From an optimization exercise on the open Yosys and OpenROAD flow, aimed at a short achievable clock period and few clock cycles; shortcuts taken in it are not production practice. The RTL was checked by simulation tests, not by an equivalence proof against the original design. No activity file was given, so power comes from the tool's default toggle rates.

==> run.sh <==
#!/bin/bash
# synth_recipe.tcl (not shown) runs the flow's synth.tcl, then flattens the netlist and writes it again
# the make line also repeats each setting of config.mk as NAME=value (left out here)
make -C /OpenROAD-flow-scripts/flow DESIGN_CONFIG=/design/flow/config.mk WORK_HOME=/design/flow/orfs CLKGATE_MAP_FILE= SYNTH_SCRIPT=/design/flow/synth_recipe.tcl finish
==> config.mk <==
export PLATFORM = sky130hd
export DESIGN_NAME = cpu_top
export DESIGN_NICKNAME = cpu_top
export VERILOG_FILES = /design/flow/design.v
export SDC_FILE = /design/flow/constraint.sdc
export NUM_CORES = 4
export LEC_CHECK = 0
export CAP_MARGIN = 20
export CORE_MARGIN = 2
export CORE_UTILIZATION = 40
export SLEW_MARGIN = 20
==> constraint.sdc <==
create_clock -name core_clock -period 7.5 [get_ports {clock}]
set_input_delay 1.5000 -clock core_clock [delete_from_list [all_inputs] [get_ports {clock}]]
set_output_delay 1.5000 -clock core_clock [all_outputs]
set_load 0.01 [all_outputs]
==> design.v <==
package isa_pkg;
    localparam int WORD_W   = 64;
    localparam int IMM_W    = 32;
    localparam int SEL_W    = 3;
    localparam int OP_W     = 6;
    localparam int NUM_REGS = 1 << SEL_W;
    localparam int PAD_W = WORD_W - IMM_W - 1 - 3 * SEL_W - OP_W;
    typedef logic [WORD_W-1:0] word_t;
    typedef logic [IMM_W-1:0]  imm_t;
    typedef logic [SEL_W-1:0]  reg_sel_t;
    typedef logic [OP_W-1:0]   opcode_t;
    typedef struct packed {
        imm_t             imm;
        logic [PAD_W-1:0] unused;
        logic             hilo;
        reg_sel_t         dst;
        reg_sel_t         src_b;
        reg_sel_t         src_a;
        opcode_t          op;
    } instr_t;
    typedef enum logic [2:0] {
        FETCH_REQ,
        FETCH_REL,
        EXECUTE,
        STORE_REQ,
        STORE_REL,
        ADVANCE,
        HALTED
    } seq_state_t;
    localparam opcode_t OP_LDI   = 6'd0;
    localparam opcode_t OP_ADD   = 6'd1;
    localparam opcode_t OP_SUB   = 6'd2;
    localparam opcode_t OP_AND   = 6'd3;
    localparam opcode_t OP_OR    = 6'd4;
    localparam opcode_t OP_XOR   = 6'd5;
    localparam opcode_t OP_SHL   = 6'd6;
    localparam opcode_t OP_STORE = 6'd7;
    localparam opcode_t OP_FEQ   = 6'd8;
    localparam opcode_t OP_FLT   = 6'd9;
    localparam opcode_t OP_FAND  = 6'd10;
    localparam opcode_t OP_JMP   = 6'd11;
    localparam opcode_t OP_JF    = 6'd12;
    localparam opcode_t OP_HALT  = 6'd13;
endpackage
package bus_pkg;
    localparam int ADDR_W = 64;
    localparam int DATA_W = 64;
    typedef logic [ADDR_W-1:0] addr_t;
    typedef logic [DATA_W-1:0] data_t;
    typedef struct packed {
        addr_t addr;
        data_t wdata;
        logic  write;
    } mem_req_t;
endpackage
`timescale 1ns/1ps
module reg_bank
(
    input  logic   clock,
    input  logic   rst,
    input  isa_pkg::instr_t fields,
    input  logic   reg_we,
    input  isa_pkg::word_t  reg_wdata,
    input  logic   flag_we,
    input  logic   flag_wdata,
    output isa_pkg::word_t  opnd_a,
    output isa_pkg::word_t  opnd_b,
    output logic   flag_a,
    output logic   flag_b
);
    isa_pkg::word_t               regs [0:isa_pkg::NUM_REGS-1];
    logic [isa_pkg::NUM_REGS-1:0] flags;
    always_ff @(posedge clock)
    begin
        if (rst)
        begin
            for (int i = 0; i < isa_pkg::NUM_REGS; i++)
            begin
                regs[i] <= '0;
            end
            flags <= '0;
        end
        else
        begin
            if (reg_we)
            begin
                regs[fields.dst] <= reg_wdata;
            end
            if (flag_we)
            begin
                flags[fields.dst] <= flag_wdata;
            end
        end
    end
    assign opnd_a = regs[fields.src_a];
    assign opnd_b = regs[fields.src_b];
    assign flag_a = flags[fields.src_a];
    assign flag_b = flags[fields.src_b];
endmodule
`timescale 1ns/1ps
module exec_unit
(
    input  isa_pkg::instr_t fields,
    input  isa_pkg::word_t  opnd_a,
    input  isa_pkg::word_t  opnd_b,
    input  logic   flag_a,
    input  logic   flag_b,
    output isa_pkg::word_t  result,
    output logic   flag_result,
    output logic   reg_we,
    output logic   flag_we,
    output logic   pc_load,
    output logic   store,
    output logic   halt
);
    isa_pkg::word_t imm_ext;
    assign imm_ext = {{(isa_pkg::WORD_W - isa_pkg::IMM_W){1'b0}}, fields.imm};
    always_comb
    begin
        result      = '0;
        flag_result = 1'b0;
        reg_we      = 1'b0;
        flag_we     = 1'b0;
        pc_load     = 1'b0;
        store       = 1'b0;
        halt        = 1'b0;
        case (fields.op)
            isa_pkg::OP_LDI:
            begin
                reg_we = 1'b1;
                if (fields.hilo)
                begin
                    result = {fields.imm, opnd_a[isa_pkg::IMM_W-1:0]};
                end
                else
                begin
                    result = imm_ext;
                end
            end
            isa_pkg::OP_ADD:
            begin
                reg_we = 1'b1;
                result = opnd_a + opnd_b;
            end
            isa_pkg::OP_SUB:
            begin
                reg_we = 1'b1;
                result = opnd_a - opnd_b;
            end
            isa_pkg::OP_AND:
            begin
                reg_we = 1'b1;
                result = opnd_a & opnd_b;
            end
            isa_pkg::OP_OR:
            begin
                reg_we = 1'b1;
                result = opnd_a | opnd_b;
            end
            isa_pkg::OP_XOR:
            begin
                reg_we = 1'b1;
                result = opnd_a ^ opnd_b;
            end
            isa_pkg::OP_SHL:
            begin
                reg_we = 1'b1;
                result = opnd_a << opnd_b[5:0];
            end
            isa_pkg::OP_STORE:
            begin
                store = 1'b1;
            end
            isa_pkg::OP_FEQ:
            begin
                flag_we     = 1'b1;
                flag_result = (opnd_a == opnd_b);
            end
            isa_pkg::OP_FLT:
            begin
                flag_we     = 1'b1;
                flag_result = (opnd_a < opnd_b);
            end
            isa_pkg::OP_FAND:
            begin
                flag_we     = 1'b1;
                flag_result = flag_a & flag_b;
            end
            isa_pkg::OP_JMP:
            begin
                result  = imm_ext;
                pc_load = 1'b1;
            end
            isa_pkg::OP_JF:
            begin
                result  = imm_ext;
                pc_load = flag_a;
            end
            isa_pkg::OP_HALT:
            begin
                halt = 1'b1;
            end
            default:
            begin
                result = '0;
            end
        endcase
    end
endmodule
`timescale 1ns/1ps
module sequencer
(
    input  logic     clock,
    input  logic     rst,
    input  logic     ack,
    input  isa_pkg::word_t    rdata,
    input  isa_pkg::word_t    result,
    input  isa_pkg::word_t    opnd_a,
    input  isa_pkg::word_t    opnd_b,
    input  logic     reg_we_dec,
    input  logic     flag_we_dec,
    input  logic     pc_load,
    input  logic     store,
    input  logic     halt,
    output logic     req,
    output bus_pkg::mem_req_t mem_req,
    output isa_pkg::instr_t   fields,
    output logic     reg_we,
    output logic     flag_we,
    output logic     halted
);
    isa_pkg::seq_state_t state;
    bus_pkg::addr_t      pc;
    isa_pkg::instr_t     ir;
    always_ff @(posedge clock)
    begin
        if (rst)
        begin
            state <= isa_pkg::FETCH_REQ;
            pc    <= '0;
            req   <= 1'b0;
        end
        else
        begin
            case (state)
                isa_pkg::FETCH_REQ:
                begin
                    if (req && ack)
                    begin
                        req   <= 1'b0;
                        state <= isa_pkg::FETCH_REL;
                    end
                    else if (!ack)
                    begin
                        req <= 1'b1;
                    end
                end
                isa_pkg::FETCH_REL:
                begin
                    if (!ack)
                    begin
                        state <= isa_pkg::EXECUTE;
                    end
                end
                isa_pkg::EXECUTE:
                begin
                    if (halt)
                    begin
                        state <= isa_pkg::HALTED;
                    end
                    else if (store)
                    begin
                        state <= isa_pkg::STORE_REQ;
                    end
                    else
                    begin
                        state <= isa_pkg::ADVANCE;
                    end
                end
                isa_pkg::STORE_REQ:
                begin
                    if (req && ack)
                    begin
                        req   <= 1'b0;
                        state <= isa_pkg::STORE_REL;
                    end
                    else if (!ack)
                    begin
                        req <= 1'b1;
                    end
                end
                isa_pkg::STORE_REL:
                begin
                    if (!ack)
                    begin
                        state <= isa_pkg::ADVANCE;
                    end
                end
                isa_pkg::ADVANCE:
                begin
                    if (pc_load)
                    begin
                        pc <= result;
                    end
                    else
                    begin
                        pc <= pc + bus_pkg::addr_t'(1);
                    end
                    state <= isa_pkg::FETCH_REQ;
                end
                default:
                begin
                    req <= 1'b0;
                end
            endcase
        end
    end
    always_ff @(posedge clock)
    begin
        if (state == isa_pkg::FETCH_REQ && req && ack)
        begin
            ir <= isa_pkg::instr_t'(rdata);
        end
    end
    always_comb
    begin
        mem_req.addr  = pc;
        mem_req.wdata = '0;
        mem_req.write = 1'b0;
        if (state == isa_pkg::STORE_REQ || state == isa_pkg::STORE_REL)
        begin
            mem_req.addr  = opnd_b;
            mem_req.wdata = opnd_a;
            mem_req.write = 1'b1;
        end
    end
    assign fields  = ir;
    assign reg_we  = reg_we_dec && (state == isa_pkg::EXECUTE);
    assign flag_we = flag_we_dec && (state == isa_pkg::EXECUTE);
    assign halted  = (state == isa_pkg::HALTED);
endmodule
`timescale 1ns/1ps
module cpu_top
(
    input  logic     clock,
    input  logic     rst,
    input  logic     ack,
    input  isa_pkg::word_t    rdata,
    output logic     req,
    output bus_pkg::mem_req_t mem_req,
    output logic     halted
);
    isa_pkg::instr_t fields;
    isa_pkg::word_t  opnd_a;
    isa_pkg::word_t  opnd_b;
    logic   flag_a;
    logic   flag_b;
    isa_pkg::word_t  result;
    logic   flag_result;
    logic   reg_we_dec;
    logic   flag_we_dec;
    logic   pc_load;
    logic   store;
    logic   halt;
    logic   reg_we;
    logic   flag_we;
    sequencer u_sequencer (
        .clock       (clock),
        .rst         (rst),
        .ack         (ack),
        .rdata       (rdata),
        .result      (result),
        .opnd_a      (opnd_a),
        .opnd_b      (opnd_b),
        .reg_we_dec  (reg_we_dec),
        .flag_we_dec (flag_we_dec),
        .pc_load     (pc_load),
        .store       (store),
        .halt        (halt),
        .req         (req),
        .mem_req     (mem_req),
        .fields      (fields),
        .reg_we      (reg_we),
        .flag_we     (flag_we),
        .halted      (halted)
    );
    reg_bank u_reg_bank (
        .clock      (clock),
        .rst        (rst),
        .fields     (fields),
        .reg_we     (reg_we),
        .reg_wdata  (result),
        .flag_we    (flag_we),
        .flag_wdata (flag_result),
        .opnd_a     (opnd_a),
        .opnd_b     (opnd_b),
        .flag_a     (flag_a),
        .flag_b     (flag_b)
    );
    exec_unit u_exec_unit (
        .fields      (fields),
        .opnd_a      (opnd_a),
        .opnd_b      (opnd_b),
        .flag_a      (flag_a),
        .flag_b      (flag_b),
        .result      (result),
        .flag_result (flag_result),
        .reg_we      (reg_we_dec),
        .flag_we     (flag_we_dec),
        .pc_load     (pc_load),
        .store       (store),
        .halt        (halt)
    );
endmodule
==> run notes <==
## layout make-up
type	count	area (um2)	share of cell area
Clock inverter	37	541	0.00977
Clock buffer	100	2030	0.0367
Antenna cell	8	20.0	0.000362
Tap cell	1612	2020	0.0365
Multi-Input combinational cell	3701	27400	0.495
Timing Repair Buffer	456	4080	0.0738
Sequential cell	642	18500	0.334
Inverter	210	798	0.0144
## flip-flops by register name, summed over array words and instances (netlist names), named ones only
signal	cells
u_sequencer.state	3
u_reg_bank.regs	512
u_sequencer.req	1
u_sequencer.ir	48
u_sequencer.pc	64
u_reg_bank.flags	8
## stage by stage
step | area [um2] | std cells | worst slack [ns]
6_report | 55300 | 6766 | 0.823
3_5_place_dp | 52700 | 6618 | 1.18
4_1_cts | 55300 | 6755 | 1.13
3_3_place_gp | 52700 | 6618 | 1.22
5_1_grt | 55300 | 6758 | 0.758
2_1_floorplan | 48000 | 4926 | 1.72
## path summary, 6_finish.rpt
path / startpoint / end / slack, ns / depth (start not counted)
setup / recovery: flip-flop / u_reg_bank.regs[7][61] / 0.82 / 15
hold / removal: u_reg_bank.flags[1] / u_reg_bank.flags[1] / 0.49 / 2
setup reg to reg: flip-flop / u_reg_bank.regs[7][61] / 0.82 / 15
hold reg to reg: u_reg_bank.flags[1] / u_reg_bank.flags[1] / 0.49 / 2
## layer usage
layer,GRT usage,vias to the layer above,routed length (um)
li1,-,18800,-
met1,0.478,22300,87000
met2,0.502,2946,92600
met3,0.111,553,29300
met4,0.204,12,14900
met5,0.0118,-,262
## cells in the final DEF (no fill, tap or decap), types with 17 or more instances in the layout
master / n
o21ai_1: 17
mux2_2: 19
a21oi_1: 385
clkbuf_16: 76
and3_1: 24
dfxtp_1: 76
buf_4: 257
a21o_1: 31
buf_12: 17
nor4_1: 45
o22ai_1: 30
o21bai_1: 35
o21ai_0: 242
a221o_1: 34
inv_1: 203
nand2_1: 350
clkdlybuf4s50_1: 180
edfxtp_1: 560
o221ai_1: 44
o21a_1: 18
a31oi_1: 45
o31ai_1: 29
mux2i_2: 31
a211oi_1: 46
a221oi_1: 49
nor2_1: 922
ha_1: 200
mux4_2: 260
mux2i_1: 214
clkbuf_1: 19
nand3_1: 76
o211ai_1: 45
nor2b_1: 27
nor3_1: 69
a22oi_1: 56
nand4_1: 54
## power by group
part / switching (mW) / internal, mW / total (mW) / leakage [nW]
logic: 5.43 / 2.49 / 7.92 / 12.6
registers: 0.155 / 4.01 / 4.16 / 6.39
clock network: 1.66 / 2.19 / 3.85 / 1.24
## logic make-up (layout without fill, tap and decap cells)
group / after synthesis / in the layout
AO/OA/AOI/OAI: 1267 / 1267
buffers and inverters: 583 / 803
AND/OR/NAND/NOR: 1682 / 1682
multiplexers: 531 / 531
adder cells (fa/ha/maj): 202 / 202
other: 0 / 8
flip-flops: 642 / 642
XOR/XNOR: 19 / 19
## worst max-delay path: stages, from the launching register on
cell	delay, ns
dfxtp_4	0.69
buf_12	0.45
buf_4	0.42
mux4_2	0.35
mux2i_1	0.16
buf_4	0.23
ha_1	0.45
nor4_1	0.80
o211ai_1	0.27
a21oi_1	0.17
nand2_1	0.24
a41oi_1	0.79
a311oi_1	0.23
a221o_1	0.35
a21oi_2	0.48
nor2_1	0.09
==> flow_summary.toml <==
[clock_tree]
h-tree-depth = 3
cts_tree = "done"
cts.hold.buffers_added = 0
cts.clk_slew.worst_paths_ns = 0.06
cts.sinks = 642
worstSkewPairLatency_ns = 0.72
numCtsBuffers = 76
ctsResizeCount = 0
clockRootBuffer = "clkbuf_16"
cts_setup_buffers = 0
cts_max_path_buffers = 3

[layout]
final_nets = 5356
drive_above_1_share = 0.158
area_growth_pct = 15.2
fin_util = 0.463
nFillCells = 11400

[yosys]
ys_warn_count = 3
synth-compound-area-share = 0.177
muxShareOfSynthArea = 0.182
synth_top_area_frac = 0.350
synth_top_family_by_area = "multiplexers"
postSynthAreaPerCell_um2 = 9.75
synth_common_cells = "926 x nor2_1, 560 x edfxtp_1, 385 x a21oi_1, 367 x nand2_1, 267 x clkbuf_1"
yosysMostFrequentCell = "nor2_1"
synth_edf_count = 560
ys_types = 108
syn_nets = 5195
synth_cells = 4926
synth-adder-area-share = 0.0529
netlist_top_cells_area = "edfxtp_1 35%, mux4_2 12%, nor2_1 7.2%"
synth_simple_gate_area_share = 0.150
yosysSeqAreaShare = 0.384
synthArstFlopShare = 0
netlist_area_um2 = 48000
synthFlopType = "edfxtp_1"
yosysTopAreaCell = "edfxtp_1"
synth-xor-area-share = 0.00346
ys_seq_elements = 642

[placement]
globalplace.congestion = 1.07
port_buffers = 181
dp_hpwl_um = 164000

[floorplanning]
floorplan.initialDensity = 0.402
io_pins = 198
row_count = 127
dieArea_um2 = 123000
fp.dieH_um = 351
dieWidth_um = 351
core-area_um2 = 119000

[grt]
grt_max_degree = 77
grt_overflow_total = 0
antenna_found_initial = 15
grt_pass1_vias = 41200
grtUsageTotal = 0.356
grt_pass1_wl_um = 311000

[routing]
first_pass_iters = 6
detail_route.iter0.violations = 6367
drtAntennaViolNets = 0
drc = 0
via_per_inst = 6.59
wire_per_inst_um = 33.1
routed_wl_um = 224000
num_vias = 44600

[status]
status = "complete, no violations"

[sta]
fmax_mhz = 150
hold_viol_final = 0
period_needed_ns = 6.68
worst-slew-pin-transition_ns = 1.20
finClkSkew_ns = 0.0544
slew_headroom = 0.199
slew_violations = 0
finalSetupViolCount = 0
rsz0062_at_grt = "no"
tns_ns = 0
finalHoldWorstSlack_ns = 0.488
min_period_over_period = 0.890

[setup_path]
crit_required_ns = 7.91
critPathLaunchType = "flip-flop"
cp.arrival_ns = 7.09
critPathMaxFanout = 76
crit_type = "reg2reg"
worst_setup_path_end_kind = "flip-flop"

[hold_path]
min_path_type = "reg2reg"

[power_and_ir_drop]
peakVddDrop_mv = 0.189
powerDensity_nw_per_um2 = 288
power.leakage_nw = 20.2
p_total_mw = 15.9

[job]
drv_cap = 0
Testbench counts, summed over its fixed seeds: cycles 188,167.

-- re-timing with driven ports --
The results above use ideal ports. As a check the final layout listed here was re-extracted and re-timed, cells and wires unchanged. Step 1 assumes that a clkbuf_16 drives the clock port and a buf_2 every other input. Step 2 moves the port delays by t, midway between the first and last clock arrival at a register: inputs arrive t later, outputs are due t later. That takes back most of the time a late clock gives input paths. Slacks: ideal / step 1 / step 2; pairs: ideal / step 1.
t (ns): 0.772
setup WS [ns]: 0.823 / 0.823 / 0.823
worst setup path at the end: register to register
After both steps setup and hold are still met in this run. The setup slack of this run moves by 0.000 ns with the drivers and by 0.000 ns with both steps.
